Background: an optimization exercise with open tools, aiming at small area, a short achievable clock period and few clock cycles per item. Do not read the settings as production practice. Where RTL was checked, it was by simulation tests only, not by an equivalence proof against the original. Only the layout flow was run in runs 1 and 2; the RTL was not checked for function there. Power and IR drop assume default switching activity.

==> flow/config.mk <==
export PLATFORM = sky130hd
export DESIGN_NAME = color_key_corner_search
export DESIGN_NICKNAME = color_key_corner_search
export VERILOG_FILES = /design/flow/design.v
export SDC_FILE = /design/flow/constraint.sdc
export NUM_CORES = 4
export LEC_CHECK = 0
export CAP_MARGIN = 20
export CORE_MARGIN = 2
export CORE_UTILIZATION = 40
export SETUP_SLACK_MARGIN = 4.0
export SLEW_MARGIN = 20
==> flow/constraint.sdc <==
create_clock -name core_clock -period 7.5 [get_ports {clk}]
set_input_delay 1.5000 -clock core_clock [delete_from_list [all_inputs] [get_ports {clk}]]
set_output_delay 1.5000 -clock core_clock [all_outputs]
set_load 0.01 [all_outputs]
==> flow/design.v <==
`timescale 1ns / 1ps
`default_nettype none
package ckcs_pkg;
	localparam int unsigned LUMA_W    = 8;
	localparam int unsigned CHROMA_W  = 8;
	localparam int unsigned ROW_W     = 9;
	localparam int unsigned COL_W     = 10;
	localparam int unsigned THR_W     = 10;
	localparam int unsigned KEY_W     = 24;
	localparam int unsigned CFG_IDX_W = 3;
	localparam int unsigned CFG_DAT_W = 24;
	localparam int unsigned IN_BITS    = 4 * LUMA_W + ROW_W + COL_W;
	localparam int unsigned IN_TDATA_W = ((IN_BITS + 7) / 8) * 8;
	localparam int unsigned OUT_BITS    = 2 * (ROW_W + COL_W);
	localparam int unsigned OUT_TDATA_W = ((OUT_BITS + 7) / 8) * 8;
	typedef enum logic [CFG_IDX_W-1:0] {
		CFG_LEFT_X      = 3'd0,
		CFG_LEFT_Y      = 3'd1,
		CFG_RIGHT_X     = 3'd2,
		CFG_RIGHT_Y     = 3'd3,
		CFG_LEFT_KEY    = 3'd4,
		CFG_RIGHT_KEY   = 3'd5,
		CFG_THRESHOLD   = 3'd6
	} cfg_index_t;
	localparam logic [KEY_W-1:0] KEY_RESET = 24'hFF8080;
	localparam logic [THR_W-1:0] THR_RESET = 10'd15;
	typedef struct packed {
		logic             frame_end;
		logic [COL_W-1:0] pair_column;
		logic [ROW_W-1:0] pixel_row;
		logic [7:0]       chroma_red;
		logic [7:0]       luma_second;
		logic [7:0]       chroma_blue;
		logic [7:0]       luma_first;
	} pixel_pair_t;
	typedef struct packed {
		logic [ROW_W-1:0] row;
		logic [COL_W-1:0] col;
	} corner_t;
	function automatic logic [7:0] abs_diff(input logic [7:0] a, input logic [7:0] b);
		abs_diff = (a > b) ? (a - b) : (b - a);
	endfunction
	function automatic logic [THR_W-1:0] color_dist(input logic [7:0] y, input logic [7:0] u,
			input logic [7:0] v, input logic [KEY_W-1:0] key);
		color_dist = THR_W'(abs_diff(key[23:16], y)) + THR_W'(abs_diff(key[15:8], u))
			+ THR_W'(abs_diff(key[7:0], v));
	endfunction
endpackage
`default_nettype wire
`timescale 1ns / 1ps
`default_nettype none
module color_key_corner_search #(
	parameter int unsigned FRAME_WIDTH  = 640,
	parameter int unsigned FRAME_HEIGHT = 480,
	parameter int unsigned RADIUS       = 25
) (
	input  wire logic                                clk,
	input  wire logic                                arst_n,
	input  wire logic                                s_axis_tvalid,
	output logic                                     s_axis_tready,
	input  wire logic [ckcs_pkg::IN_TDATA_W-1:0]     s_axis_tdata,
	input  wire logic                                s_axis_tlast,
	output logic                                     m_axis_tvalid,
	input  wire logic                                m_axis_tready,
	output logic [ckcs_pkg::OUT_TDATA_W-1:0]         m_axis_tdata,
	input  wire logic                                cfg_wen,
	input  wire logic [ckcs_pkg::CFG_IDX_W-1:0]      cfg_addr,
	input  wire logic [ckcs_pkg::CFG_DAT_W-1:0]      cfg_wdata
);
	localparam logic [10:0] RAD = 11'(RADIUS);
	logic        cw_q;          
	logic [2:0]  cw_addr_q;
	logic [9:0]  cw_data_q;
	logic [10:0] w_c, w_hi;
	logic [9:0]  w_lo;
	always_comb begin
		w_c  = cw_addr_q[0] ? 11'(cw_data_q[8:0]) : 11'(cw_data_q);
		w_lo = 10'((w_c > RAD) ? ((w_c - RAD) >> 1) : 11'd0);
		if (cw_addr_q[0]) begin
			w_hi = (w_c + RAD <= 11'(FRAME_HEIGHT)) ? (w_c + RAD - 11'd1) : 11'(FRAME_HEIGHT - 1);
		end else begin
			w_hi = (w_c + RAD <= 11'(FRAME_WIDTH)) ? (w_c + RAD - 11'd1) : 11'(FRAME_WIDTH - 1);
		end
	end
	always_ff @(posedge clk) begin
		cw_addr_q <= cfg_addr;
		cw_data_q <= cfg_wdata[9:0];
	end
	logic [8:0]  l_sxh, r_sxh;      
	logic [9:0]  l_exm1, r_exm1;    
	logic [7:0]  l_syh, r_syh;      
	logic [8:0]  l_eym1, r_eym1;    
	logic [23:0] l_nkey, r_nkey;    
	logic [10:0] nthr;              
	always_ff @(posedge clk or negedge arst_n) begin
		if (!arst_n) begin
			l_sxh  <= '0;
			l_exm1 <= 10'(RADIUS - 1);
			l_syh  <= '0;
			l_eym1 <= 9'(RADIUS - 1);
			r_sxh  <= '0;
			r_exm1 <= 10'(RADIUS - 1);
			r_syh  <= '0;
			r_eym1 <= 9'(RADIUS - 1);
			l_nkey <= ~ckcs_pkg::KEY_RESET;
			r_nkey <= ~ckcs_pkg::KEY_RESET;
			nthr   <= 11'd1024 - 11'(ckcs_pkg::THR_RESET);
		end else begin
			if (cw_q && !cw_addr_q[2]) begin
				case (cw_addr_q[1:0])
					2'd0: begin l_sxh <= w_lo[8:0]; l_exm1 <= w_hi[9:0]; end
					2'd1: begin l_syh <= w_lo[7:0]; l_eym1 <= w_hi[8:0]; end
					2'd2: begin r_sxh <= w_lo[8:0]; r_exm1 <= w_hi[9:0]; end
					default: begin r_syh <= w_lo[7:0]; r_eym1 <= w_hi[8:0]; end
				endcase
			end
			if (cfg_wen) begin
				case (cfg_addr)
					3'd4: l_nkey <= ~cfg_wdata[23:0];
					3'd5: r_nkey <= ~cfg_wdata[23:0];
					3'd6: nthr   <= 11'd1024 - 11'(cfg_wdata[9:0]);
					default: ;
				endcase
			end
		end
	end
	logic [8:0] i_row, i_ch;
	assign i_row = s_axis_tdata[40:32];
	assign i_ch  = s_axis_tdata[50:42];
	function automatic logic [8:0] kdiff(input logic [7:0] x, input logic [7:0] nk);
		logic [8:0] t;
		t     = 9'(x) + 9'(nk);
		kdiff = {t[8], t[7:0] ^ {8{~t[8]}}};
	endfunction
	logic        tready_q, v1_q, v2_q, in_frame_q, res_valid_q;
	logic        last1_q, lin1_q, rin1_q;
	logic [8:0]  row1_q, ch1_q;
	logic [8:0]  ly0_q, ly1_q, lu_q, lv_q, ry0_q, ry1_q, ru_q, rv_q;
	always_ff @(posedge clk) begin
		ly0_q   <= kdiff(s_axis_tdata[7:0],   l_nkey[23:16]);
		ly1_q   <= kdiff(s_axis_tdata[23:16], l_nkey[23:16]);
		lu_q    <= kdiff(s_axis_tdata[15:8],  l_nkey[15:8]);
		lv_q    <= kdiff(s_axis_tdata[31:24], l_nkey[7:0]);
		ry0_q   <= kdiff(s_axis_tdata[7:0],   r_nkey[23:16]);
		ry1_q   <= kdiff(s_axis_tdata[23:16], r_nkey[23:16]);
		ru_q    <= kdiff(s_axis_tdata[15:8],  r_nkey[15:8]);
		rv_q    <= kdiff(s_axis_tdata[31:24], r_nkey[7:0]);
		row1_q  <= i_row;
		ch1_q   <= i_ch;
		last1_q <= s_axis_tlast;
		lin1_q  <= (i_row[8:1] >= l_syh) && (i_row <= l_eym1) && (i_ch >= l_sxh) && (i_ch <= l_exm1[9:1]);
		rin1_q  <= (i_row[8:1] >= r_syh) && (i_row <= r_eym1) && (i_ch >= r_sxh) && (i_ch <= r_exm1[9:1]);
	end
	function automatic logic kmatch(input logic [8:0] dy, input logic [9:0] s1,
			input logic [9:0] k1, input logic dv_c, input logic nt_hi);
		logic [9:0]  y, s2;
		logic [10:0] k2;
		logic        co;
		y  = {2'b00, dy[7:0]};
		s2 = s1 ^ k1 ^ y;
		k2 = {(s1 & k1) | (s1 & y) | (k1 & y), dv_c};
		co = {s2, dy[8]} > {~k2[9:0], 1'b0};
		kmatch = ~(k2[10] ^ nt_hi ^ co);
	endfunction
	logic [9:0] l_a, l_b, l_s1, l_k1, r_a, r_b, r_s1, r_k1;
	logic [1:0] lm, rm;
	logic       last2_q, lhit2_q, lb2_q, rhit2_q, rb2_q;
	logic [8:0] row2_q, ch2_q;
	always_comb begin
		l_a  = {2'b00, lu_q[7:0]};
		l_b  = {2'b00, lv_q[7:0]};
		l_s1 = l_a ^ l_b ^ nthr[9:0];
		l_k1 = {(l_a & l_b) | (l_a & nthr[9:0]) | (l_b & nthr[9:0]), lu_q[8]};
		r_a  = {2'b00, ru_q[7:0]};
		r_b  = {2'b00, rv_q[7:0]};
		r_s1 = r_a ^ r_b ^ nthr[9:0];
		r_k1 = {(r_a & r_b) | (r_a & nthr[9:0]) | (r_b & nthr[9:0]), ru_q[8]};
		lm[0] = kmatch(ly0_q, l_s1, l_k1[9:0], lv_q[8], nthr[10]);
		lm[1] = kmatch(ly1_q, l_s1, l_k1[9:0], lv_q[8], nthr[10]);
		rm[0] = kmatch(ry0_q, r_s1, r_k1[9:0], rv_q[8], nthr[10]);
		rm[1] = kmatch(ry1_q, r_s1, r_k1[9:0], rv_q[8], nthr[10]);
	end
	always_ff @(posedge clk) begin
		row2_q  <= row1_q;
		ch2_q   <= ch1_q;
		last2_q <= last1_q;
		lhit2_q <= lin1_q && (lm[0] || lm[1]);
		lb2_q   <= !lm[0];
		rhit2_q <= rin1_q && (rm[0] || rm[1]);
		rb2_q   <= rm[1];
	end
	logic [8:0]  lb_row, rb_row;
	logic [9:0]  lb_col, rb_col;
	logic        l_upd, r_upd, load;
	function automatic logic nonneg4(input logic [12:0] a, input logic [12:0] b,
			input logic [12:0] c, input logic [12:0] d, input logic e0, input logic e1);
		logic [12:0] s1, k1, s2, k2;
		logic        co;
		s1 = a ^ b ^ c;
		k1 = {((a & b) | (a & c) | (b & c)), e0};
		s2 = s1 ^ k1 ^ d;
		k2 = {((s1[11:0] & k1[11:0]) | (s1[11:0] & d[11:0]) | (k1[11:0] & d[11:0])), e1};
		co = {s2[11:0], 1'b0} > {~k2[11:0], 1'b0};
		nonneg4 = ~(s2[12] ^ k2[12] ^ co);
	endfunction
	always_comb begin
		l_upd = v2_q && lhit2_q && nonneg4({4'd0, row2_q}, {3'd0, lb_col}, ~{4'd0, lb_row},
			~{3'd0, ch2_q, 1'b0}, !lb2_q, 1'b0);
		r_upd = v2_q && rhit2_q && nonneg4({4'd0, row2_q}, {3'd0, ch2_q, 1'b0}, ~{4'd0, rb_row},
			~{3'd0, rb_col}, rb2_q, 1'b1);
		load  = !v2_q && !in_frame_q && !res_valid_q;
	end
	always_ff @(posedge clk) begin
		if (load) begin
			lb_row <= {l_syh, 1'b0};
			lb_col <= l_exm1;
			rb_row <= {r_syh, 1'b0};
			rb_col <= {r_sxh, 1'b0};
		end else begin
			if (l_upd) begin
				lb_row <= row2_q;
				lb_col <= {ch2_q, lb2_q};
			end
			if (r_upd) begin
				rb_row <= row2_q;
				rb_col <= {ch2_q, rb2_q};
			end
		end
	end
	always_ff @(posedge clk or negedge arst_n) begin
		if (!arst_n) begin
			tready_q    <= 1'b1;
			cw_q        <= 1'b0;
			v1_q        <= 1'b0;
			v2_q        <= 1'b0;
			in_frame_q  <= 1'b0;
			res_valid_q <= 1'b0;
		end else begin
			cw_q <= cfg_wen;
			v1_q <= s_axis_tvalid && tready_q;
			v2_q <= v1_q;
			if (cfg_wen || (s_axis_tvalid && tready_q && s_axis_tlast)) begin
				tready_q <= 1'b0;
			end else if ((res_valid_q && m_axis_tready) || cw_q) begin
				tready_q <= 1'b1;
			end
			if (v2_q) begin
				in_frame_q <= !last2_q;
			end
			if (v2_q && last2_q) begin
				res_valid_q <= 1'b1;
			end else if (m_axis_tready) begin
				res_valid_q <= 1'b0;
			end
		end
	end
	assign s_axis_tready = tready_q;
	assign m_axis_tvalid = res_valid_q;
	assign m_axis_tdata  = {2'b00, rb_row, rb_col, lb_row, lb_col};
endmodule
`default_nettype wire
==> flow/flow/run.sh <==
#!/bin/bash
# Standard layout, with the port buffers made from buf_1 cells.
cp standard.sh standard_sh.txt
export BUFFER_PORTS_ARGS="-buffer_cell sky130_fd_sc_hd__buf_1"
bash standard.sh > standard.log 2>&1
==> flow/standard.sh <==
#!/bin/bash
# synth_recipe.tcl (not shown) runs the flow's synth.tcl, then flattens the netlist and writes it again
# the make line also repeats each setting of config.mk as NAME=value (left out here)
make -C /OpenROAD-flow-scripts/flow DESIGN_CONFIG=/design/flow/config.mk WORK_HOME=/design/flow/orfs CLKGATE_MAP_FILE= SYNTH_SCRIPT=/design/flow/synth_recipe.tcl "${@:-finish}"
==> impl_metrics.py, run 1 <==
metrics = {
    "clock_network": {
        "cts_made_buffers": 36,
        "cts.hold.buffers_added": 0,
        "worstSkewPairLatency_ns": 0.55,
        "cts_htree_levels": 2,
        "clock_path_buffers": 3,
        "cts_tree": "built",
        "tritoncts_num_sinks": 303,
        "cts_root_buffer": "sky130_fd_sc_hd__clkbuf_16",
        "cts.reportedPaths.clkPinSlew_ns": 0.06,
    },
    "critical_path": {
        "timing_worst_setup_path_type": "reg2reg",
        "crit-reg2reg-launch": "rb_row[2]",
        "timing.rr.end": "rb_row[5]",
        "cp-start-kind": "register",
        "cp_max_fo": 22,
        "worstPathRequired_ns": 7.80,
        "worst_setup_path_end_kind": "register",
        "worstRegToRegCells": 11,
        "regToRegSetupSlack_ns": 4.06,
        "worst-endpoint-arrival_ns": 3.74,
    },
    "timing": {
        "finalCritPeriodShare": 0.458,
        "tns_ns": 0,
        "grt_setup_unrepaired": "yes",
        "total_of_endpoints_with_negative_setup_slack_in_the_final_report": 0,
        "max_freq_mhz": 291,
        "timing.final.max_slew_violations": 0,
        "clock-skew-final_ns": 0.0193,
        "min_period_ns": 3.44,
        "timing_worst_slew_pin_value_ns": 1.01,
        "count_of_final_hold_check_violations": 0,
        "relSlewSlack": 0.328,
        "holdWs_ns": 0.311,
        "final_critical_path_setup_slack_ns": 4.06,
    },
    "route": {
        "average_wire_per_cell_in_the_routed_design_um": 17.6,
        "drt_first_pass_iters": 5,
        "dr_total_vias": 12821,
        "drc": 0,
        "totalWireLength_um": 44500,
        "detail-route-antenna-nets": 0,
        "detail_route.vias_per_cell": 5.07,
        "first_iter_violations": 701,
    },
    "hold_path": {
        "min_path_type": "reg2reg",
        "worstHoldPathCells": 0,
        "hold_path_startpoint": "ch1_q[8]",
        "hold-path-endpoint": "ch2_q[8]",
    },
    "floorplanning": {
        "rows": 78,
        "num_io_pins": 131,
        "placeableCoreArea_um2": 45400,
        "fp.dieH_um": 218,
        "floorplan.initialDensity": 0.405,
        "floorplan.die.width_um": 218,
        "die_area_um2": 47600,
    },
    "finish": {
        "fraction_of_layout_instances_using_a_drive_strength_above_1": 0.0839,
        "finalInstanceArea_um2": 20700,
        "num-fill-cells": 4340,
        "area_growth_syn_to_layout_pct": 12.7,
        "fin_util": 0.456,
        "final_cell_count_no_fill": 2530,
        "diode_insertion_count_for_antenna_repair": 0,
        "final_net_count": 2287,
    },
    "placement": {
        "place_hpwl_um": 35400,
        "numPlacedInstances": 2460,
        "place.port_buffers": 122,
        "setup_slack_after_placement_ns": 3.51,
        "gpl.final_weighted_congestion": 0.890,
        "dpl-instance-area_um2": 19400,
    },
    "logic_synthesis": {
        "post_synth_main_area_contributors": "sky130_fd_sc_hd__dfxtp_1 (14%), sky130_fd_sc_hd__ha_1 (14%), sky130_fd_sc_hd__dfrtp_1 (13%)",
        "ys_seq_elements": 303,
        "combinational_family_with_the_most_area_after_synthesis": "adder cells",
        "yosys_most_used_dff": "sky130_fd_sc_hd__dfxtp_1",
        "synth-adder-area-share": 0.239,
        "synth_edf_count": 35,
        "synth.yosys.warnings": 1,
        "synth_compound_gate_area_share": 0.134,
        "netlist.area_leader.share": 0.144,
        "postSynthAreaPerCell_um2": 10.3,
        "synthSimpleGateAreaFrac": 0.107,
        "synth_async_sr_flop_share": 0.449,
        "mappedNetlistArea_um2": 18400,
        "synth.most_common_cell": "sky130_fd_sc_hd__inv_1",
        "synth.distinct_cells": 82,
        "sequential_to_total_area_share_from_yosys_stat": 0.389,
        "synth.cells.most_frequent": "sky130_fd_sc_hd__inv_1 (215), sky130_fd_sc_hd__ha_1 (204), sky130_fd_sc_hd__nand2_1 (157)",
        "synthXorXnorAreaFrac": 0.0634,
        "syn_inst": 1775,
        "muxShareOfSynthArea": 0.00995,
        "synth_largest_area_cell": "sky130_fd_sc_hd__dfxtp_1",
    },
    "pwr": {
        "power-per-cell-area_nw_per_um2": 382,
        "power.share.sequential": 0.303,
        "internal_dissipation_mw": 4.85,
        "total_power_mw": 7.90,
        "power_leakage_nw": 9.28,
        "max-vdd-ir-drop_v": 0.000285,
        "net-switching-power_mw": 3.05,
        "netSwitchingFraction": 0.386,
        "share_comb_of_total_power": 0.472,
        "clock_power_share": 0.225,
    },
    "global_routing": {
        "grt_first_pass_wirelength_um": 70800,
        "antenna_found_initial": 3,
        "first_global_vias": 13213,
        "grt_start_max_net_pins": 78,
        "gr-total-overflow": 0,
        "grt_usage": 0.191,
    },
    "run": {
        "cap_violations": 0,
    },
    "run_status": {
        "status": "timing/DRC/antenna clean",
    },
}
==> placed cells by master (no fill, tap or decap), types with 6 or more instances in the layout <==
master,instances
sky130_fd_sc_hd__clkbuf_16,37
sky130_fd_sc_hd__fa_1,92
sky130_fd_sc_hd__a21oi_1,58
sky130_fd_sc_hd__o41ai_1,9
sky130_fd_sc_hd__dfxtp_1,131
sky130_fd_sc_hd__mux2i_1,7
sky130_fd_sc_hd__nand4b_1,11
sky130_fd_sc_hd__a22o_1,26
sky130_fd_sc_hd__inv_1,215
sky130_fd_sc_hd__o211ai_1,9
sky130_fd_sc_hd__clkinv_2,6
sky130_fd_sc_hd__clkinvlp_4,6
sky130_fd_sc_hd__dfstp_2,44
sky130_fd_sc_hd__edfxtp_1,35
sky130_fd_sc_hd__o21ai_0,128
sky130_fd_sc_hd__mux2_2,10
sky130_fd_sc_hd__nor4bb_1,8
sky130_fd_sc_hd__a211oi_1,6
sky130_fd_sc_hd__ha_1,203
sky130_fd_sc_hd__xor2_1,17
sky130_fd_sc_hd__dfrtp_1,92
sky130_fd_sc_hd__nand2_1,157
sky130_fd_sc_hd__nor2_1,68
sky130_fd_sc_hd__a21o_1,37
sky130_fd_sc_hd__nand4_1,15
sky130_fd_sc_hd__buf_1,121
sky130_fd_sc_hd__nand3_1,17
sky130_fd_sc_hd__a31oi_1,9
sky130_fd_sc_hd__o21a_1,32
sky130_fd_sc_hd__o21ai_1,12
sky130_fd_sc_hd__nor2b_1,28
sky130_fd_sc_hd__a22oi_1,10
sky130_fd_sc_hd__nor3_1,18
sky130_fd_sc_hd__nand2b_1,17
sky130_fd_sc_hd__nor4_1,7
sky130_fd_sc_hd__and2_1,6
sky130_fd_sc_hd__o21ai_2,8
sky130_fd_sc_hd__xnor2_1,114
sky130_fd_sc_hd__buf_4,6
==> repair_timing <==
item	4_1_cts	5_1_grt
hold endpoints to repair	0	0
endpoints found under the setup margin	18	40
gates resized for setup	3	9
pin swaps	0	3
setup buffers	0	1
gates cloned	1	1
==> layer usage <==
metal | share of wire | vias to the layer above | wire length, um | GRT usage
met5 | 0.00074 | - | 33 | 0
met4 | 0.024 | 6 | 1070 | 0.0522
met3 | 0.051 | 62 | 2250 | 0.0404
met2 | 0.46 | 242 | 20400 | 0.314
met1 | 0.47 | 6190 | 20700 | 0.255
li1 | - | 6321 | - | -
==> final cells by class <==
| cell class | instances | area [um2] | area share |
|---|---|---|---|
| Timing Repair Buffer | 130 | 542 | 0.0262 |
| Sequential cell | 303 | 7150 | 0.346 |
| Inverter | 215 | 807 | 0.0390 |
| Multi-Input combinational cell | 1216 | 10200 | 0.494 |
| Clock buffer | 44 | 982 | 0.0475 |
| Clock inverter | 22 | 240 | 0.0116 |
| Tap cell | 600 | 751 | 0.0363 |
==> power groups by stage <==
stage / Sequential [mW] / Combinational, mW / Clock, mW
after floorplan: 2.32 / 2.75 / 0
after global placement: 2.42 / 3.55 / 0
after detailed placement: 2.43 / 3.67 / 0
after CTS: 2.40 / 3.73 / 1.83
after global routing: 2.44 / 4.30 / 1.89
final: 2.39 / 3.73 / 1.78
==> worst max-delay path: stages, from the launching register on <==
cell	delay (ns)
sky130_fd_sc_hd__edfxtp_1	0.42
sky130_fd_sc_hd__fa_1	0.55
sky130_fd_sc_hd__inv_1	0.06
sky130_fd_sc_hd__fa_1	0.46
sky130_fd_sc_hd__ha_1	0.32
sky130_fd_sc_hd__nor2b_1	0.13
sky130_fd_sc_hd__o21a_1	0.17
sky130_fd_sc_hd__o21bai_2	0.20
sky130_fd_sc_hd__a21oi_1	0.10
sky130_fd_sc_hd__o31a_1	0.28
sky130_fd_sc_hd__buf_12	0.17
sky130_fd_sc_hd__or2_4	0.30
==> kinds of logic after synthesis <==
group | after synthesis
AND/OR/NAND/NOR | 387
XOR/XNOR | 132
multiplexers | 17
other | 1
buffers and inverters | 259
flip-flops | 303
AO/OA/AOI/OAI | 380
adder cells (fa/ha/maj) | 296
==> how the worst max path moves through the flow <==
stage	from	cells after the start	end	slack (ns)
2_1_floorplan	rb_row[5]	11	rb_col[1]	4.11
4_1_cts	lb_row[7]	9	lb_row[6]	4.00
3_3_place_gp	s_axis_tdata[43]	9	rin1_q	3.51
5_1_grt	nthr[5]	9	rhit2_q	3.95
6_report	rb_row[2]	11	rb_row[5]	4.06
3_5_place_dp	s_axis_tdata[43]	9	rin1_q	3.51
==> flip-flops by register name, summed over array words and instances, names as in the netlist, 10 cells and up <==
register / cells
l_nkey: 24
r_nkey: 24
nthr: 11
cw_data_q: 10
l_exm1: 10
lb_col: 10
rb_col: 10
==> inputs of run 2 (changes only) <==
--- a/flow/config.mk
+++ b/flow/config.mk
@@ -9,4 +9,4 @@
 export CORE_MARGIN = 2
 export CORE_UTILIZATION = 40
-export SETUP_SLACK_MARGIN = 4.0
+export SETUP_SLACK_MARGIN = 4.4
 export SLEW_MARGIN = 20
==> impl_metrics.py, run 2 <==
metrics = {
    "logic_synthesis": {
        "synth.yosys.warnings": 1,
        "synth_edf_count": 35,
        "combinational_family_with_the_most_area_after_synthesis": "adder cells",
        "synth_async_sr_flop_share": 0.449,
        "muxShareOfSynthArea": 0.00995,
        "synthXorXnorAreaFrac": 0.0634,
        "synth.most_common_cell": "sky130_fd_sc_hd__inv_1",
        "postSynthAreaPerCell_um2": 10.3,
        "post_synth_main_area_contributors": "sky130_fd_sc_hd__dfxtp_1 (14%), sky130_fd_sc_hd__ha_1 (14%), sky130_fd_sc_hd__dfrtp_1 (13%)",
        "mappedNetlistArea_um2": 18400,
        "synth-adder-area-share": 0.239,
        "syn_inst": 1775,
        "synthSimpleGateAreaFrac": 0.107,
        "netlist.area_leader.share": 0.144,
        "yosys_most_used_dff": "sky130_fd_sc_hd__dfxtp_1",
        "synth.cells.most_frequent": "sky130_fd_sc_hd__inv_1 (215), sky130_fd_sc_hd__ha_1 (204), sky130_fd_sc_hd__nand2_1 (157)",
        "sequential_to_total_area_share_from_yosys_stat": 0.389,
        "ys_seq_elements": 303,
        "synth.distinct_cells": 82,
        "synth_compound_gate_area_share": 0.134,
        "synth_largest_area_cell": "sky130_fd_sc_hd__dfxtp_1",
    },
    "route": {
        "detail-route-antenna-nets": 0,
        "dr_total_vias": 13156,
        "drt_first_pass_iters": 5,
        "first_iter_violations": 778,
        "drc": 0,
        "detail_route.vias_per_cell": 5.14,
        "totalWireLength_um": 46200,
        "average_wire_per_cell_in_the_routed_design_um": 18.1,
    },
    "placement": {
        "place_hpwl_um": 35700,
        "place.port_buffers": 122,
        "numPlacedInstances": 2459,
        "gpl.final_weighted_congestion": 0.900,
    },
    "pwr": {
        "max-vdd-ir-drop_v": 0.000212,
        "netSwitchingFraction": 0.386,
        "power_leakage_nw": 9.55,
        "total_power_mw": 8.45,
        "power.share.sequential": 0.283,
        "internal_dissipation_mw": 5.19,
        "clock_power_share": 0.223,
        "power-per-cell-area_nw_per_um2": 392,
        "share_comb_of_total_power": 0.494,
        "net-switching-power_mw": 3.26,
    },
    "timing": {
        "timing.final.max_slew_violations": 0,
        "min_period_ns": 3.38,
        "relSlewSlack": 0.310,
        "tns_ns": 0,
        "holdWs_ns": 0.324,
        "clock-skew-final_ns": 0.0204,
        "total_of_endpoints_with_negative_setup_slack_in_the_final_report": 0,
        "finalCritPeriodShare": 0.451,
        "timing_worst_slew_pin_value_ns": 1.04,
        "max_freq_mhz": 296,
        "count_of_final_hold_check_violations": 0,
        "grt_setup_unrepaired": "yes",
    },
    "critical_path": {
        "path_cells": "fa_1 -> inv_1 -> fa_1 -> ha_4 -> a211o_1 -> a211oi_1 -> o21ai_1 -> nor3b_4 -> buf_4 -> buf_6 -> a22o_1",
        "timing.critical_path.slowest_stage_cell": "sky130_fd_sc_hd__fa_1",
        "worstPathRequired_ns": 7.80,
        "cp_max_fo": 6,
        "worst_setup_path_end_kind": "register",
        "crit_top_cell": "sky130_fd_sc_hd__fa_1",
        "worstRegToRegCells": 11,
        "critical_path.max_stage_delay_ns": 0.57,
        "timing_worst_setup_path_type": "reg2reg",
        "cp-start-kind": "register",
        "worst-endpoint-arrival_ns": 3.68,
    },
    "floorplanning": {
        "fp.dieH_um": 218,
        "rows": 78,
        "num_io_pins": 131,
        "die_area_um2": 47600,
        "placeableCoreArea_um2": 45400,
        "floorplan.initialDensity": 0.405,
        "floorplan.die.width_um": 218,
    },
    "clock_network": {
        "clock_path_buffers": 3,
        "tritoncts_num_sinks": 303,
        "worstSkewPairLatency_ns": 0.56,
        "cts_root_buffer": "sky130_fd_sc_hd__clkbuf_16",
        "cts_htree_levels": 2,
        "cts_tree": "built",
        "cts_made_buffers": 36,
        "cts.reportedPaths.clkPinSlew_ns": 0.06,
        "cts.hold.buffers_added": 0,
    },
    "run_status": {
        "status": "timing/DRC/antenna clean",
    },
    "finish": {
        "area_growth_syn_to_layout_pct": 17.3,
        "layout_commonest_cell": "sky130_fd_sc_hd__inv_1",
        "biggestRegsByFlops": "l_nkey (24), r_nkey (24), nthr (11)",
        "num-fill-cells": 4250,
        "fraction_of_layout_instances_using_a_drive_strength_above_1": 0.147,
        "final_net_count": 2315,
        "most_frequent_cells_in_the_layout": "sky130_fd_sc_hd__inv_1 (200), sky130_fd_sc_hd__ha_1 (186), sky130_fd_sc_hd__nand2_1 (156)",
        "final_cell_count_no_fill": 2559,
    },
    "global_routing": {
        "gr-total-overflow": 0,
        "grt_start_max_net_pins": 137,
        "first_global_vias": 13549,
        "antenna_found_initial": 3,
        "grt_first_pass_wirelength_um": 73500,
        "grt_usage": 0.199,
    },
    "hold_path": {
        "worstHoldPathCells": 0,
        "min_path_type": "reg2reg",
    },
    "run": {
        "cap_violations": 0,
    },
}
## run 2: layout make-up
cell class              instances  area [um2]  share of cell area
diodes                          1        2.50            0.000116
repair buffers                155         786              0.0365
multi-input cells            1219       10800               0.499
clock buffers                  46        1030              0.0479
clock inverters                20         256              0.0119
flip-flops and latches        303        7160               0.332
well taps                     600         751              0.0348
inverters                     215         807              0.0375
## run 2: power groups by stage
stage | registers [mW] | logic, mW | clock network [mW]
final | 2.40 | 4.17 | 1.89
after global routing | 2.45 | 4.76 | 2.00
after CTS | 2.40 | 3.87 | 1.93
after detailed placement | 2.43 | 3.78 | 0
after global placement | 2.42 | 3.67 | 0
after floorplan | 2.32 | 2.84 | 0
## run 2: final timing paths
check,from,endpoint,slack (ns)
worst max-delay path,lb_row[8],lb_row[1],4.12
worst min-delay path,ch1_q[1],ch2_q[1],0.32
worst max register to register,lb_row[8],lb_row[1],4.12
worst min register to register,ch1_q[1],ch2_q[1],0.32
max in group asynchronous,arst_n,l_syh[6],5.77
min in group asynchronous,arst_n,r_nkey[16],1.04
## run 2: timing repair
action,CTS,global route
gates cloned,4,4
pin swaps,7,41
gates resized for setup,33,50
endpoints found under the setup margin,66,71
hold endpoints to repair,0,0
buffers inserted,10,15
## run 2: critical path: cells and delay by family, from the launching register on
| kind | cells | cell delay, ns |
|---|---|---|
| AND/OR/NAND/NOR | 1 | 0.20 |
| flip-flops | 1 | 0.47 |
| adder cells (fa/ha/maj) | 3 | 1.23 |
| buffers and inverters | 3 | 0.33 |
| AO/OA/AOI/OAI | 4 | 0.90 |
## run 2: routing by layer
metal / routed length [um] / vias to the layer above / global-route usage
li1: - / 6376 / -
met1: 21200 / 6394 / 0.265
met2: 21500 / 310 / 0.326
met3: 2300 / 72 / 0.0365
met4: 1270 / 4 / 0.0658
met5: 25 / - / 0
## run 2: cell families (layout without fill, tap and decap cells)
logic type               count (synthesis)  in the layout
AND/OR/NAND/NOR                        387            392
AO/OA/AOI/OAI                          380            380
flip-flops                             303            303
adder cells (fa/ha/maj)                296            296
buffers and inverters                  259            436
XOR/XNOR                               132            132
multiplexers                            17             17
other                                    1              3
## run 2: stage by stage
stage,cell area [um2],setup slack [ns],utilization
floorplan,18700,4.26,-
global placement,19700,3.88,0.434
detailed placement,19700,3.84,0.434
CTS,21200,4.15,0.467
global route,21500,3.99,0.475
finish,21500,4.12,0.475
==> inputs of run 3 (changes only) <==
--- a/flow/design.v
+++ b/flow/design.v
@@ -167,4 +167,5 @@
 	logic       last2_q, lhit2_q, lb2_q, rhit2_q, rb2_q;
 	logic [8:0] row2_q, ch2_q;
+	logic [10:0] ql2_q, qr2_q;    
 	always_comb begin
 		l_a  = {2'b00, lu_q[7:0]};
@@ -184,4 +185,6 @@
 		row2_q  <= row1_q;
 		ch2_q   <= ch1_q;
+		ql2_q   <= 11'(row1_q) - 11'({ch1_q, 1'b0}) - 11'd1;
+		qr2_q   <= 11'(row1_q) + 11'({ch1_q, 1'b0});
 		last2_q <= last1_q;
 		lhit2_q <= lin1_q && (lm[0] || lm[1]);
@@ -193,20 +196,18 @@
 	logic [9:0]  lb_col, rb_col;
 	logic        l_upd, r_upd, load;
-	function automatic logic nonneg4(input logic [12:0] a, input logic [12:0] b,
-			input logic [12:0] c, input logic [12:0] d, input logic e0, input logic e1);
-		logic [12:0] s1, k1, s2, k2;
+	function automatic logic nonneg3(input logic [12:0] a, input logic [12:0] b,
+			input logic [12:0] c, input logic e0, input logic e1);
+		logic [12:0] s1, k1;
 		logic        co;
 		s1 = a ^ b ^ c;
-		k1 = {((a & b) | (a & c) | (b & c)), e0};
-		s2 = s1 ^ k1 ^ d;
-		k2 = {((s1[11:0] & k1[11:0]) | (s1[11:0] & d[11:0]) | (k1[11:0] & d[11:0])), e1};
-		co = {s2[11:0], 1'b0} > {~k2[11:0], 1'b0};
-		nonneg4 = ~(s2[12] ^ k2[12] ^ co);
+		k1 = {((a[11:0] & b[11:0]) | (a[11:0] & c[11:0]) | (b[11:0] & c[11:0])), e0};
+		co = {s1[11:0], e1} > {~k1[11:0], 1'b0};
+		nonneg3 = ~(s1[12] ^ k1[12] ^ co);
 	endfunction
 	always_comb begin
-		l_upd = v2_q && lhit2_q && nonneg4({4'd0, row2_q}, {3'd0, lb_col}, ~{4'd0, lb_row},
-			~{3'd0, ch2_q, 1'b0}, !lb2_q, 1'b0);
-		r_upd = v2_q && rhit2_q && nonneg4({4'd0, row2_q}, {3'd0, ch2_q, 1'b0}, ~{4'd0, rb_row},
-			~{3'd0, rb_col}, rb2_q, 1'b1);
+		l_upd = v2_q && lhit2_q && nonneg3({{2{ql2_q[10]}}, ql2_q}, {3'd0, lb_col}, ~{4'd0, lb_row},
+			!lb2_q, 1'b0);
+		r_upd = v2_q && rhit2_q && nonneg3({2'd0, qr2_q}, ~{3'd0, rb_col}, ~{4'd0, rb_row},
+			rb2_q, 1'b1);
 		load  = !v2_q && !in_frame_q && !res_valid_q;
 	end
--- a/flow/config.mk
+++ b/flow/config.mk
@@ -9,4 +9,4 @@
 export CORE_MARGIN = 2
 export CORE_UTILIZATION = 40
-export SETUP_SLACK_MARGIN = 4.4
+export SETUP_SLACK_MARGIN = 4.3
 export SLEW_MARGIN = 20
==> impl_metrics.py, run 3 <==
metrics = {
    "run_status": {
        "status": "timing/DRC/antenna clean",
    },
    "floorplanning": {
        "die_area_um2": 49400,
        "floorplan.die.width_um": 222,
        "num_io_pins": 131,
        "fp.dieH_um": 222,
        "rows": 79,
        "floorplan.initialDensity": 0.407,
        "placeableCoreArea_um2": 46800,
    },
    "global_routing": {
        "globalRoute.busiestLayer": "met2",
        "globalRouteMet2Util": 0.304,
        "antenna_found_initial": 5,
        "gr-total-overflow": 0,
        "use_met1": 0.263,
        "grt_start_max_net_pins": 79,
        "grt_usage": 0.191,
        "grt_first_pass_wirelength_um": 73700,
        "first_global_vias": 13748,
        "gr-usage-met3": 0.0295,
    },
    "logic_synthesis": {
        "synth.distinct_cells": 74,
        "synth_async_sr_flop_share": 0.420,
        "yosys_most_used_dff": "sky130_fd_sc_hd__dfxtp_1",
        "synth.most_common_cell": "sky130_fd_sc_hd__inv_1",
        "syn_inst": 1894,
        "sequential_to_total_area_share_from_yosys_stat": 0.398,
        "postSynthAreaPerCell_um2": 10.1,
        "synth_largest_area_cell": "sky130_fd_sc_hd__dfxtp_1",
        "mappedNetlistArea_um2": 19000,
        "post_synth_main_area_contributors": "sky130_fd_sc_hd__dfxtp_1 (16%), sky130_fd_sc_hd__ha_1 (14%), sky130_fd_sc_hd__dfrtp_1 (12%)",
        "synth.cells.most_frequent": "sky130_fd_sc_hd__inv_1 (239), sky130_fd_sc_hd__ha_1 (218), sky130_fd_sc_hd__nand2_1 (170)",
        "ys_seq_elements": 324,
        "synth_edf_count": 35,
        "synth.yosys.warnings": 1,
        "netlist.area_leader.share": 0.161,
    },
    "route": {
        "drt_first_pass_iters": 5,
        "drc": 0,
        "detail-route-antenna-nets": 0,
        "first_iter_violations": 725,
        "average_wire_per_cell_in_the_routed_design_um": 17.4,
        "totalWireLength_um": 46200,
        "dr_total_vias": 13614,
        "detail_route.vias_per_cell": 5.12,
    },
    "timing": {
        "max_freq_mhz": 313,
        "timing_worst_slew_pin_value_ns": 0.970,
        "tns_ns": 0,
        "finalCritPeriodShare": 0.426,
        "count_of_final_hold_check_violations": 0,
        "timing.final.max_slew_violations": 0,
        "clock-skew-final_ns": 0.0247,
        "grt_setup_unrepaired": "yes",
        "min_period_ns": 3.20,
        "total_of_endpoints_with_negative_setup_slack_in_the_final_report": 0,
        "relSlewSlack": 0.353,
    },
    "finish": {
        "fin_util": 0.462,
        "area_growth_syn_to_layout_pct": 13.5,
        "most_frequent_cells_in_the_layout": "sky130_fd_sc_hd__inv_1 (237), sky130_fd_sc_hd__ha_1 (218), sky130_fd_sc_hd__nand2_1 (168)",
        "final_net_count": 2402,
        "seqCellArea_um2": 7570,
        "fraction_of_layout_instances_using_a_drive_strength_above_1": 0.0991,
        "biggestRegsByFlops": "l_nkey (24), r_nkey (24)",
        "multi_input_area_um2": 10600,
        "num-fill-cells": 4430,
        "final_cell_count_no_fill": 2660,
        "layout_commonest_cell": "sky130_fd_sc_hd__inv_1",
    },
    "critical_path": {
        "worstPathRequired_ns": 8.01,
        "regToRegSetupSlack_ns": 4.30,
        "path_cells": "fa_2 -> fa_1 -> ha_1 -> nand4_1 -> o21ai_1 -> o2111ai_2 -> a21oi_2 -> mux2i_2 -> and2_4",
        "worst-path-buf-inv": 0,
        "critical_path.max_stage_delay_ns": 0.60,
        "worstRegToRegCells": 9,
        "timing_worst_setup_path_type": "reg2reg",
        "crit-reg2reg-launch": "nthr[5]",
        "cp-start-kind": "register",
        "timing.critical_path.slowest_stage_cell": "sky130_fd_sc_hd__dfstp_2",
        "worst-endpoint-arrival_ns": 3.70,
        "crit_family": "adder cells",
        "timing.rr.end": "rhit2_q",
        "worst_setup_path_end_kind": "register",
        "cp_max_fo": 3,
    },
    "placement": {
        "place.port_buffers": 122,
        "gpl.final_weighted_congestion": 0.885,
        "place_hpwl_um": 36800,
        "numPlacedInstances": 2585,
    },
    "pwr": {
        "max-vdd-ir-drop_v": 0.000204,
        "power-per-cell-area_nw_per_um2": 378,
        "total_power_mw": 8.17,
        "power_leakage_nw": 9.72,
    },
    "clock_network": {
        "cts.hold.buffers_added": 0,
        "cts_tree": "built",
        "tritoncts_num_sinks": 324,
        "cts_htree_levels": 2,
        "cts_made_buffers": 38,
        "clock_path_buffers": 3,
        "cts_root_buffer": "sky130_fd_sc_hd__clkbuf_16",
        "worstSkewPairLatency_ns": 0.56,
        "cts.reportedPaths.clkPinSlew_ns": 0.06,
    },
    "hold_path": {
        "hold_path_startpoint": "last1_q",
        "min_path_type": "reg2reg",
        "worstHoldPathCells": 0,
        "hold-path-endpoint": "last2_q",
    },
    "run": {
        "cap_violations": 0,
    },
}
-- run 3: cells by family after synthesis --
kind of cell / after synthesis / synth area share
flip-flops: 324 / 0.398
other: 1 / 0.000197
buffers and inverters: 284 / 0.0582
multiplexers: 16 / 0.00913
AND/OR/NAND/NOR: 418 / 0.105
XOR/XNOR: 147 / 0.0676
adder cells (fa/ha/maj): 294 / 0.223
AO/OA/AOI/OAI: 410 / 0.139
-- run 3: worst max-delay path by stage --
stage                      from  slack (ns)  cells after the start      end
6_report                nthr[5]        4.30                      9  rhit2_q
5_1_grt                 nthr[7]        4.21                     10  lhit2_q
4_1_cts                 nthr[7]        4.30                     10  lhit2_q
3_5_place_dp   s_axis_tdata[33]        3.59                      9   lin1_q
3_3_place_gp   s_axis_tdata[33]        3.64                      9   lin1_q
2_1_floorplan   s_axis_tdata[8]        4.30                      9  lu_q[0]
-- run 3: area by class of cell --
cell class,count,share of cell area
inverter,239,0.0415
timing repair buffer,129,0.0241
clock inverter,19,0.00816
tap,607,0.0351
clock buffer,51,0.0482
antenna,4,0.000463
multi-input combinational,1287,0.492
sequential,324,0.350
-- run 3: report_power, final --
group          switching (mW)  internal [mW]  total [mW]  leakage [nW]
clock network           0.749           1.05        1.80         0.594
registers               0.301           2.23        2.53          3.24
logic                    2.14           1.70        3.83          5.89
-- run 3: layer usage --
metal  vias to the layer above  share of wire  routed length (um)
met5                         -              0                   0
met4                         0          0.033                1520
met3                        79          0.046                2130
met2                       287           0.45               20600
met1                      6528           0.47               21900
li1                       6720              -                   -
-- run 3: what timing repair did --
item / 4_1_cts / 5_1_grt
pin swaps: 1 / 10
setup buffers: 0 / 1
setup endpoints to repair: 42 / 41
gates resized for setup: 16 / 20
-- run 3: per-stage QoR --
| stage | hold slack (ns) | setup slack [ns] | area (um2) |
|---|---|---|---|
| floorplan | 0.310 | 4.30 | 19200 |
| global placement | 0.312 | 3.64 | 20300 |
| detailed placement | 0.324 | 3.59 | 20300 |
| CTS | 0.336 | 4.30 | 21500 |
| global route | 0.341 | 4.21 | 21600 |
| finish | 0.333 | 4.30 | 21600 |
Testbench counts of run 3, summed over its fixed seeds: cycles 2,457,656, items 2,457,600.
==> inputs of run 4 (changes only) <==
--- a/flow/config.mk
+++ b/flow/config.mk
@@ -9,4 +9,4 @@
 export CORE_MARGIN = 2
 export CORE_UTILIZATION = 40
-export SETUP_SLACK_MARGIN = 4.3
+export SETUP_SLACK_MARGIN = 4.8
 export SLEW_MARGIN = 20
==> impl_metrics.py, run 4 <==
metrics = {
    "clock_network": {
        "clock_path_buffers": 3,
        "cts_htree_levels": 2,
        "tritoncts_num_sinks": 324,
        "cts.reportedPaths.clkPinSlew_ns": 0.06,
        "cts.hold.buffers_added": 0,
        "worstSkewPairLatency_ns": 0.59,
        "cts_root_buffer": "sky130_fd_sc_hd__clkbuf_16",
        "cts_tree": "built",
        "cts_made_buffers": 38,
    },
    "timing": {
        "timing.final.max_slew_violations": 0,
        "min_period_ns": 3.04,
        "finalCritPeriodShare": 0.405,
        "relSlewSlack": 0.372,
        "count_of_final_hold_check_violations": 0,
        "timing_worst_slew_pin_value_ns": 0.942,
        "total_of_endpoints_with_negative_setup_slack_in_the_final_report": 0,
        "grt_setup_unrepaired": "yes",
        "max_freq_mhz": 329,
        "clock-skew-final_ns": 0.0384,
        "tns_ns": 0,
    },
    "route": {
        "dr_total_vias": 14022,
        "drt_first_pass_iters": 5,
        "average_wire_per_cell_in_the_routed_design_um": 18.4,
        "wirelength_met1_um": 23000,
        "detail_route.vias_per_cell": 5.14,
        "route.met2.wl_um": 23300,
        "met3_length_um": 2140,
        "top_layer_used": "met4",
        "totalWireLength_um": 50200,
        "first_iter_violations": 695,
        "detail-route-antenna-nets": 0,
        "drc": 0,
    },
    "finish": {
        "multi_input_area_um2": 11700,
        "layout_commonest_cell": "sky130_fd_sc_hd__inv_1",
        "most_frequent_cells_in_the_layout": "sky130_fd_sc_hd__inv_1 (222), sky130_fd_sc_hd__ha_1 (177), sky130_fd_sc_hd__nand2_1 (168)",
        "seqCellArea_um2": 7580,
        "fraction_of_layout_instances_using_a_drive_strength_above_1": 0.208,
        "area_growth_syn_to_layout_pct": 23.7,
        "biggestRegsByFlops": "l_nkey (24), r_nkey (24)",
        "final_cell_count_no_fill": 2730,
        "num-fill-cells": 4229,
        "final_net_count": 2474,
    },
    "hold_path": {
        "min_path_type": "reg2reg",
        "hold-path-endpoint": "last2_q",
        "hold_path_startpoint": "last1_q",
        "worstHoldPathCells": 0,
    },
    "critical_path": {
        "timing_worst_setup_path_type": "reg2reg",
        "worst-endpoint-arrival_ns": 3.56,
        "crit-reg2reg-launch": "nthr[5]",
        "cp_max_fo": 3,
        "cp-start-kind": "register",
        "timing.rr.end": "rhit2_q",
        "worstRegToRegCells": 9,
        "regToRegSetupSlack_ns": 4.46,
        "worstPathRequired_ns": 8.02,
        "worst_setup_path_end_kind": "register",
    },
    "placement": {
        "gpl.final_weighted_congestion": 0.915,
        "numPlacedInstances": 2585,
        "place.port_buffers": 122,
        "place_hpwl_um": 37700,
    },
    "pwr": {
        "total_power_mw": 9.12,
        "max-vdd-ir-drop_v": 0.000210,
        "power_leakage_nw": 10.4,
        "power-per-cell-area_nw_per_um2": 387,
    },
    "logic_synthesis": {
        "mappedNetlistArea_um2": 19000,
        "synth.distinct_cells": 74,
        "synth_async_sr_flop_share": 0.420,
        "synthXorXnorAreaFrac": 0.0676,
        "synth_edf_count": 35,
        "netlist.area_leader.share": 0.161,
        "synth.cells.most_frequent": "sky130_fd_sc_hd__inv_1 (239), sky130_fd_sc_hd__ha_1 (218), sky130_fd_sc_hd__nand2_1 (170)",
        "muxShareOfSynthArea": 0.00913,
        "synth_compound_gate_area_share": 0.139,
        "syn_inst": 1894,
        "synth.most_common_cell": "sky130_fd_sc_hd__inv_1",
        "combinational_family_with_the_most_area_after_synthesis": "adder cells",
        "yosys_most_used_dff": "sky130_fd_sc_hd__dfxtp_1",
        "post_synth_main_area_contributors": "sky130_fd_sc_hd__dfxtp_1 (16%), sky130_fd_sc_hd__ha_1 (14%), sky130_fd_sc_hd__dfrtp_1 (12%)",
        "synth_largest_area_cell": "sky130_fd_sc_hd__dfxtp_1",
        "ys_seq_elements": 324,
        "synth-adder-area-share": 0.223,
        "synthSimpleGateAreaFrac": 0.105,
        "sequential_to_total_area_share_from_yosys_stat": 0.398,
        "postSynthAreaPerCell_um2": 10.1,
        "synth.yosys.warnings": 1,
    },
    "global_routing": {
        "antenna_found_initial": 2,
        "first_global_vias": 14676,
        "grt_usage": 0.203,
        "grt_start_max_net_pins": 78,
        "gr-total-overflow": 0,
        "grt_first_pass_wirelength_um": 78100,
    },
    "floorplanning": {
        "placeableCoreArea_um2": 46800,
        "fp.dieH_um": 222,
        "floorplan.die.width_um": 222,
        "die_area_um2": 49400,
        "num_io_pins": 131,
        "rows": 79,
        "floorplan.initialDensity": 0.407,
    },
    "run": {
        "cap_violations": 0,
    },
    "run_status": {
        "status": "timing/DRC/antenna clean",
    },
}
## run 4: logic make-up after synthesis
| kind of cell | after synthesis |
|---|---|
| AND/OR/NAND/NOR | 418 |
| AO/OA/AOI/OAI | 410 |
| flip-flops | 324 |
| adder cells (fa/ha/maj) | 294 |
| buffers and inverters | 284 |
| XOR/XNOR | 147 |
| multiplexers | 16 |
| other | 1 |
## run 4: per-stage QoR
stage          instance area, um2  setup slack (ns)  utilization  hold WS (ns)
5_1_grt                     23600              4.34        0.504         0.348
3_3_place_gp                20500              3.69        0.439         0.313
2_1_floorplan               19500              4.34            -         0.310
6_report                    23600              4.46        0.504         0.325
4_1_cts                     22600              4.44        0.484         0.328
3_5_place_dp                20500              3.64        0.439         0.321
## run 4: worst max-delay path, stage by stage, from the launching register on
cell and delay, ns:
sky130_fd_sc_hd__dfstp_2 0.58, sky130_fd_sc_hd__fa_2 0.47, sky130_fd_sc_hd__fa_1 0.51, sky130_fd_sc_hd__ha_4 0.29, sky130_fd_sc_hd__nand4_1 0.13, sky130_fd_sc_hd__o21ai_2 0.17, sky130_fd_sc_hd__o2111ai_2 0.12, sky130_fd_sc_hd__a21oi_2 0.19
sky130_fd_sc_hd__mux2i_2 0.32, sky130_fd_sc_hd__and2_4 0.21
## run 4: layout make-up
cell class                      instances  share of cell area
Clock inverter                         11             0.00860
Timing Repair Buffer                  196              0.0536
Clock buffer                           59              0.0475
Inverter                              239              0.0386
Antenna cell                            2            0.000212
Sequential cell                       324               0.322
Multi-Input combinational cell       1292               0.497
Tap cell                              607              0.0322
## run 4: power breakdown
group	total, mW	switching [mW]	internal, mW
combinational	4.62	2.47	2.15
clock	1.94	0.766	1.17
sequential	2.56	0.328	2.23
total	9.12	3.56	5.56
## run 4: how the worst max path moves through the flow
stage	endpoint	startpoint	depth (start not counted)	slack, ns
final	rhit2_q	nthr[5]	9	4.46
after global routing	lhit2_q	nthr[6]	10	4.34
after CTS	lhit2_q	nthr[5]	9	4.44
after detailed placement	lin1_q	s_axis_tdata[33]	9	3.64
after global placement	lin1_q	s_axis_tdata[33]	9	3.69
after floorplan	ly0_q[0]	s_axis_tdata[0]	9	4.34
## run 4: per-layer routing
metal,track usage,vias to the layer above
met5,0,-
met4,0.0824,0
met3,0.0365,92
met2,0.329,300
met1,0.268,6764
li1,-,6866
## run 4: what timing repair did
action                     in CTS  in global routing
buffers inserted               42                 24
pin swaps                     114                106
gates cloned                    6                  1
setup endpoints to repair     187                147
gates resized for setup       111                147
==> inputs of run 5 (changes only) <==
--- a/flow/config.mk
+++ b/flow/config.mk
@@ -9,4 +9,4 @@
 export CORE_MARGIN = 2
 export CORE_UTILIZATION = 40
-export SETUP_SLACK_MARGIN = 4.8
+export SETUP_SLACK_MARGIN = 4.6
 export SLEW_MARGIN = 20
==> impl_metrics.py, run 5 <==
metrics = {
    "logic_synthesis": {
        "mappedNetlistArea_um2": 19000,
        "post_synth_main_area_contributors": "sky130_fd_sc_hd__dfxtp_1 (16%), sky130_fd_sc_hd__ha_1 (14%), sky130_fd_sc_hd__dfrtp_1 (12%)",
        "synth.most_common_cell": "sky130_fd_sc_hd__inv_1",
        "synth.cells.most_frequent": "sky130_fd_sc_hd__inv_1 (239), sky130_fd_sc_hd__ha_1 (218), sky130_fd_sc_hd__nand2_1 (170)",
        "syn_inst": 1894,
        "sequential_to_total_area_share_from_yosys_stat": 0.398,
        "synth.yosys.warnings": 1,
        "postSynthAreaPerCell_um2": 10.1,
        "yosys_most_used_dff": "sky130_fd_sc_hd__dfxtp_1",
        "synth.distinct_cells": 74,
        "ys_seq_elements": 324,
        "synth_edf_count": 35,
        "synth_async_sr_flop_share": 0.420,
        "synth_largest_area_cell": "sky130_fd_sc_hd__dfxtp_1",
        "netlist.area_leader.share": 0.161,
    },
    "clock_network": {
        "clock_path_buffers": 3,
        "cts_htree_levels": 2,
        "cts_made_buffers": 38,
        "cts.reportedPaths.clkPinSlew_ns": 0.06,
        "tritoncts_num_sinks": 324,
        "cts_root_buffer": "sky130_fd_sc_hd__clkbuf_16",
        "worstSkewPairLatency_ns": 0.55,
        "cts.hold.buffers_added": 0,
        "cts_tree": "built",
    },
    "critical_path": {
        "critical_path.max_stage_delay_ns": 0.57,
        "crit-reg2reg-launch": "nthr[7]",
        "worst_setup_path_end_kind": "register",
        "cp_max_fo": 3,
        "regToRegSetupSlack_ns": 4.44,
        "timing.critical_path.slowest_stage_cell": "sky130_fd_sc_hd__dfstp_2",
        "timing.rr.end": "rhit2_q",
        "crit_top_cell": "sky130_fd_sc_hd__and2_4",
        "cp-start-kind": "register",
        "worstRegToRegCells": 10,
        "path_cells": "fa_2 -> fa_1 -> ha_4 -> o21a_1 -> o21bai_1 -> a21oi_1 -> o21ai_2 -> and2_4 -> mux2i_2 -> and2_4",
        "worst-endpoint-arrival_ns": 3.56,
        "worstPathRequired_ns": 8.00,
        "timing_worst_setup_path_type": "reg2reg",
        "worst_setup_path_startpoint": "nthr[7]",
    },
    "route": {
        "first_iter_violations": 633,
        "drc": 0,
        "detail_route.vias_per_cell": 5.08,
        "detail-route-antenna-nets": 0,
        "drt_first_pass_iters": 5,
        "average_wire_per_cell_in_the_routed_design_um": 17.7,
        "dr_total_vias": 13631,
        "totalWireLength_um": 47500,
    },
    "timing": {
        "grt_setup_unrepaired": "yes",
        "finalCritPeriodShare": 0.408,
        "max_freq_mhz": 327,
        "clock-skew-final_ns": 0.0182,
        "timing.final.max_slew_violations": 0,
        "count_of_final_hold_check_violations": 0,
        "timing_worst_slew_pin_value_ns": 0.951,
        "total_of_endpoints_with_negative_setup_slack_in_the_final_report": 0,
        "relSlewSlack": 0.366,
        "min_period_ns": 3.06,
        "tns_ns": 0,
    },
    "finish": {
        "final_net_count": 2429,
        "fraction_of_layout_instances_using_a_drive_strength_above_1": 0.141,
        "fin_util": 0.474,
        "biggestRegsByFlops": "l_nkey (24), r_nkey (24)",
        "layout_commonest_cell": "sky130_fd_sc_hd__inv_1",
        "area_growth_syn_to_layout_pct": 16.5,
        "finalInstanceArea_um2": 22200,
        "most_frequent_cells_in_the_layout": "sky130_fd_sc_hd__inv_1 (233), sky130_fd_sc_hd__ha_1 (206), sky130_fd_sc_hd__nand2_1 (168)",
    },
    "floorplanning": {
        "num_io_pins": 131,
        "die_area_um2": 49400,
        "rows": 79,
        "fp.dieH_um": 222,
        "floorplan.initialDensity": 0.407,
        "placeableCoreArea_um2": 46800,
        "floorplan.die.width_um": 222,
    },
    "hold_path": {
        "min_path_type": "reg2reg",
        "hold_path_startpoint": "last1_q",
        "hold-path-endpoint": "last2_q",
        "worstHoldPathCells": 0,
    },
    "placement": {
        "gpl.final_weighted_congestion": 0.906,
        "dpl-instance-area_um2": 20400,
        "place_hpwl_um": 37200,
        "place.port_buffers": 122,
    },
    "global_routing": {
        "gr-usage-met3": 0.0391,
        "first_global_vias": 13945,
        "globalRouteMet2Util": 0.314,
        "grt_start_max_net_pins": 59,
        "globalRoute.busiestLayer": "met2",
        "grt_usage": 0.194,
        "antenna_found_initial": 3,
        "gr-total-overflow": 0,
        "grt_first_pass_wirelength_um": 74600,
        "use_met1": 0.257,
    },
    "pwr": {
        "power_leakage_nw": 9.97,
        "power-per-cell-area_nw_per_um2": 377,
        "max-vdd-ir-drop_v": 0.000203,
    },
    "run_status": {
        "status": "timing/DRC/antenna clean",
    },
    "run": {
        "cap_violations": 0,
    },
}
-- run 5: layer usage --
metal,vias up,wire [um]
met3,80,2330
met1,6501,22300
met2,270,21500
li1,6778,-
met5,-,13
met4,2,1420
-- run 5: how the worst max path moves through the flow --
stage / to / slack [ns] / cells after the start
after detailed placement: lin1_q / 3.60 / 9
after global routing: rhit2_q / 4.27 / 11
after global placement: lin1_q / 3.60 / 9
after floorplan: ly0_q[0] / 4.34 / 9
final: rhit2_q / 4.44 / 10
after CTS: rhit2_q / 4.40 / 11
-- run 5: logic make-up (layout without fill, tap and decap cells) --
family          after synthesis  count (layout)  share of synthesized area
simple gates                418             421                      0.105
other cells                   1               4                   0.000197
fa+ha+maj                   294             294                      0.223
flops                       324             324                      0.398
compound gates              410             411                      0.139
xor+xnor                    147             147                     0.0676
buf+inv                     284             460                     0.0582
mux                          16              16                    0.00913
-- run 5: power breakdown --
part | switching [mW] | internal (mW)
Clock | 0.745 | 1.04
Sequential | 0.315 | 2.23
Combinational | 2.21 | 1.82
Total | 3.26 | 5.09
-- run 5: metrics by stage --
stage | setup WS (ns) | hold WS (ns) | std cells | total power, mW
global route | 4.27 | 0.332 | 2684 | 9.15
CTS | 4.40 | 0.327 | 2665 | 8.24
detailed placement | 3.60 | 0.313 | 2586 | 6.31
finish | 4.44 | 0.324 | 2684 | 8.36
global placement | 3.60 | 0.312 | 2586 | 6.18
floorplan | 4.34 | 0.310 | 1895 | 5.26
-- run 5: area by class of cell --
class	instances	area, um2
Fill cell	4367	24600
Multi-Input combinational cell	1291	11000
Sequential cell	324	7580
Clock buffer	54	1110
Inverter	239	897
Tap cell	607	759
Timing Repair Buffer	152	732
Clock inverter	15	95.1
Antenna cell	2	5.00
-- run 5: worst max-delay path: cells and delay by family, from the launching register on --
kind | cells | cell delay, ns
simple gates | 2 | 0.38
compound gates | 4 | 0.49
flops | 1 | 0.57
mux | 1 | 0.23
fa+ha+maj | 3 | 1.33
-- run 5: timing repair --
item / 4_1_cts / 5_1_grt
setup buffers: 7 / 16
cloned: 3 / 1
endpoints found under the setup margin: 108 / 121
gates resized for setup: 43 / 52
pin swaps: 22 / 63
==> inputs of run 6 (changes only) <==
--- a/flow/design.v
+++ b/flow/design.v
@@ -165,5 +165,7 @@
 	logic [9:0] l_a, l_b, l_s1, l_k1, r_a, r_b, r_s1, r_k1;
 	logic [1:0] lm, rm;
-	logic       last2_q, lhit2_q, lb2_q, rhit2_q, rb2_q;
+	logic       last2_q, lin2_q, rin2_q;
+	logic [1:0] lm2_q, rm2_q;
+	logic       lhit2, lb2, rhit2, rb2;
 	logic [8:0] row2_q, ch2_q;
 	logic [10:0] ql2_q, qr2_q;    
@@ -188,8 +190,8 @@
 		qr2_q   <= 11'(row1_q) + 11'({ch1_q, 1'b0});
 		last2_q <= last1_q;
-		lhit2_q <= lin1_q && (lm[0] || lm[1]);
-		lb2_q   <= !lm[0];
-		rhit2_q <= rin1_q && (rm[0] || rm[1]);
-		rb2_q   <= rm[1];
+		lin2_q  <= lin1_q;
+		rin2_q  <= rin1_q;
+		lm2_q   <= lm;
+		rm2_q   <= rm;
 	end
 	logic [8:0]  lb_row, rb_row;
@@ -206,8 +208,12 @@
 	endfunction
 	always_comb begin
-		l_upd = v2_q && lhit2_q && nonneg3({{2{ql2_q[10]}}, ql2_q}, {3'd0, lb_col}, ~{4'd0, lb_row},
-			!lb2_q, 1'b0);
-		r_upd = v2_q && rhit2_q && nonneg3({2'd0, qr2_q}, ~{3'd0, rb_col}, ~{4'd0, rb_row},
-			rb2_q, 1'b1);
+		lhit2 = lin2_q && (lm2_q[0] || lm2_q[1]);
+		lb2 = !lm2_q[0];
+		rhit2 = rin2_q && (rm2_q[0] || rm2_q[1]);
+		rb2 = rm2_q[1];
+		l_upd = v2_q && lhit2 && nonneg3({{2{ql2_q[10]}}, ql2_q}, {3'd0, lb_col}, ~{4'd0, lb_row},
+			!lb2, 1'b0);
+		r_upd = v2_q && rhit2 && nonneg3({2'd0, qr2_q}, ~{3'd0, rb_col}, ~{4'd0, rb_row},
+			rb2, 1'b1);
 		load  = !v2_q && !in_frame_q && !res_valid_q;
 	end
@@ -221,9 +227,9 @@
 			if (l_upd) begin
 				lb_row <= row2_q;
-				lb_col <= {ch2_q, lb2_q};
+				lb_col <= {ch2_q, lb2};
 			end
 			if (r_upd) begin
 				rb_row <= row2_q;
-				rb_col <= {ch2_q, rb2_q};
+				rb_col <= {ch2_q, rb2};
 			end
 		end
--- a/flow/config.mk
+++ b/flow/config.mk
@@ -9,4 +9,4 @@
 export CORE_MARGIN = 2
 export CORE_UTILIZATION = 40
-export SETUP_SLACK_MARGIN = 4.6
+export SETUP_SLACK_MARGIN = 4.8
 export SLEW_MARGIN = 20
==> impl_metrics.py, run 6 <==
metrics = {
    "run_status": {
        "status": "timing/DRC/antenna clean",
    },
    "critical_path": {
        "worst-path-buf-inv": 0,
        "timing_worst_setup_path_type": "reg2reg",
        "worstPathRequired_ns": 7.93,
        "timing.critical_path.slowest_stage_cell": "sky130_fd_sc_hd__fa_2",
        "critical_path.max_stage_delay_ns": 0.64,
        "path_cells": "fa_2 -> fa_1 -> ha_4 -> nor2b_1 -> o21a_1 -> o21a_1 -> o21a_1 -> o21ai_2 -> a21oi_2 -> xnor2_1",
        "crit_family": "adder cells",
        "crit_top_cell": "sky130_fd_sc_hd__o21a_1",
        "cp_max_fo": 3,
        "crit-reg2reg-launch": "nthr[1]",
    },
    "timing": {
        "clock-skew-final_ns": 0.0247,
        "total_of_endpoints_with_negative_setup_slack_in_the_final_report": 0,
        "max_freq_mhz": 344,
        "finalCritPeriodShare": 0.388,
        "grt_setup_unrepaired": "yes",
        "relSlewSlack": 0.413,
        "timing.final.max_slew_violations": 0,
        "count_of_final_hold_check_violations": 0,
        "min_period_ns": 2.91,
        "timing_worst_slew_pin_value_ns": 0.881,
    },
    "logic_synthesis": {
        "synth.distinct_cells": 71,
        "postSynthAreaPerCell_um2": 10.1,
        "netlist.area_leader.share": 0.163,
        "synth.cells.most_frequent": "sky130_fd_sc_hd__inv_1 (224), sky130_fd_sc_hd__ha_1 (218), sky130_fd_sc_hd__nand2_1 (161)",
        "synth_async_sr_flop_share": 0.417,
        "syn_inst": 1881,
        "synth_largest_area_cell": "sky130_fd_sc_hd__dfxtp_1",
        "synth.yosys.warnings": 1,
        "ys_seq_elements": 326,
    },
    "pwr": {
        "net-switching-power_mw": 3.41,
        "power-per-cell-area_nw_per_um2": 384,
        "power_leakage_nw": 10.2,
        "max-vdd-ir-drop_v": 0.000228,
    },
    "finish": {
        "layout_commonest_cell": "sky130_fd_sc_hd__inv_1",
        "final_net_count": 2455,
        "most_frequent_cells_in_the_layout": "sky130_fd_sc_hd__inv_1 (216), sky130_fd_sc_hd__ha_1 (200), sky130_fd_sc_hd__nand2_1 (160)",
        "fraction_of_layout_instances_using_a_drive_strength_above_1": 0.175,
        "finalInstanceArea_um2": 22900,
        "area_growth_syn_to_layout_pct": 20.0,
    },
    "global_routing": {
        "first_global_vias": 14213,
        "grt_start_max_net_pins": 137,
        "antenna_found_initial": 4,
        "gr-total-overflow": 0,
        "grt_first_pass_wirelength_um": 77300,
        "grt_usage": 0.200,
    },
    "clock_network": {
        "worstSkewPairLatency_ns": 0.56,
        "cts_htree_levels": 2,
        "cts_made_buffers": 38,
        "cts.hold.buffers_added": 0,
        "cts.reportedPaths.clkPinSlew_ns": 0.06,
        "tritoncts_num_sinks": 326,
        "clock_path_buffers": 3,
    },
    "floorplanning": {
        "floorplan.initialDensity": 0.402,
        "die_area_um2": 49500,
        "fp.dieH_um": 222,
        "num_io_pins": 131,
        "floorplan.die.width_um": 222,
        "rows": 80,
    },
    "route": {
        "detail_route.vias_per_cell": 5.10,
        "average_wire_per_cell_in_the_routed_design_um": 18.1,
        "dr_total_vias": 13880,
        "drc": 0,
        "detail-route-antenna-nets": 0,
        "first_iter_violations": 742,
    },
    "hold_path": {
        "hold_path_startpoint": "last1_q",
        "min_path_type": "reg2reg",
    },
    "placement": {
        "dpl-instance-area_um2": 20500,
        "place_hpwl_um": 37000,
        "gpl.final_weighted_congestion": 0.868,
        "place.port_buffers": 122,
    },
}
## run 6: changes by cell type after synthesis, moves of 14 or more
cell	previous run	this run
sky130_fd_sc_hd__a21oi_1	66	92
sky130_fd_sc_hd__inv_1	239	224
sky130_fd_sc_hd__nor2_1	94	80
sky130_fd_sc_hd__o21ai_0	157	123
sky130_fd_sc_hd__o21bai_1	4	23
sky130_fd_sc_hd__xnor2_1	92	116
sky130_fd_sc_hd__xor2_1	55	33
## run 6: power by group through the flow
stage,clock network [mW],logic (mW),registers (mW)
2_1_floorplan,0,2.91,2.48
3_3_place_gp,0,3.73,2.58
3_5_place_dp,0,3.87,2.59
4_1_cts,1.87,4.10,2.56
5_1_grt,1.93,4.97,2.60
6_report,1.82,4.41,2.55
## run 6: path summary, 6_finish.rpt
kind | slack, ns | to | depth (start not counted)
setup / recovery | 4.59 | lm2_q[0] | 10
max in group asynchronous | 5.74 | nthr[2] | 2
hold / removal | 0.33 | last2_q | 0
hold reg to reg | 0.33 | last2_q | 0
min in group asynchronous | 1.00 | l_nkey[18] | 2
setup reg to reg | 4.59 | lm2_q[0] | 10
## run 6: cell type report
class / count / area [um2] / area share
antenna: 3 / 7.51 / 0.000328
clock buffer: 56 / 1140 / 0.0499
clock inverter: 13 / 88.8 / 0.00388
inverter: 224 / 853 / 0.0373
multi-input combinational: 1293 / 11300 / 0.492
sequential: 326 / 7620 / 0.333
tap: 615 / 769 / 0.0336
timing repair buffer: 189 / 1150 / 0.0503
## run 6: kinds of logic (layout without fill, tap and decap cells)
kind of cell,after synthesis,count (layout),synth area share
multiplexers,20,20,0.0112
buffers and inverters,272,482,0.0554
flip-flops,326,326,0.399
adder cells (fa/ha/maj),294,294,0.223
other,1,5,0.000197
XOR/XNOR,149,149,0.0684
AND/OR/NAND/NOR,395,404,0.0983
AO/OA/AOI/OAI,424,424,0.145
## run 6: layer usage
metal / track usage / share of wire
met4: 0.0621 / 0.028
met1: 0.264 / 0.45
met3: 0.0287 / 0.040
met2: 0.340 / 0.48
met5: 0 / 0.00026
## run 6: repair_timing
item | in CTS | in global routing
buffers inserted | 42 | 19
cloned | 6 | 3
endpoints found under the setup margin | 158 | 147
pin swaps | 72 | 58
gates resized for setup | 79 | 69
## run 6: worst register-to-register path: stages, from the launching register on
cell and delay (ns):
sky130_fd_sc_hd__dfrtp_2 0.45, sky130_fd_sc_hd__fa_2 0.64, sky130_fd_sc_hd__fa_1 0.47, sky130_fd_sc_hd__ha_4 0.23, sky130_fd_sc_hd__nor2b_1 0.13, sky130_fd_sc_hd__o21a_1 0.16, sky130_fd_sc_hd__o21a_1 0.16, sky130_fd_sc_hd__o21a_1 0.17
sky130_fd_sc_hd__o21ai_2 0.13, sky130_fd_sc_hd__a21oi_2 0.11, sky130_fd_sc_hd__xnor2_1 0.15
## run 6: per-stage QoR
step | setup slack, ns | power [mW] | hold WS [ns] | util | std cells
2_1_floorplan | 4.40 | 5.38 | 0.310 | - | 1882
3_3_place_gp | 3.78 | 6.31 | 0.313 | 0.432 | 2576
3_5_place_dp | 3.80 | 6.46 | 0.336 | 0.432 | 2576
4_1_cts | 4.59 | 8.52 | 0.328 | 0.471 | 2693
5_1_grt | 4.52 | 9.51 | 0.336 | 0.482 | 2718
6_report | 4.59 | 8.79 | 0.328 | 0.482 | 2719
Testbench counts of run 6, summed over its fixed seeds: cycles 2,457,656, items 2,457,600.

Setup slack of run 6, layout unchanged: 4.592 ns with ideal ports, 4.592 ns with driving cells assumed (clock clkbuf_16, inputs buf_2), 4.075 ns with port delays also shifted by the 0.602 ns mid clock arrival.
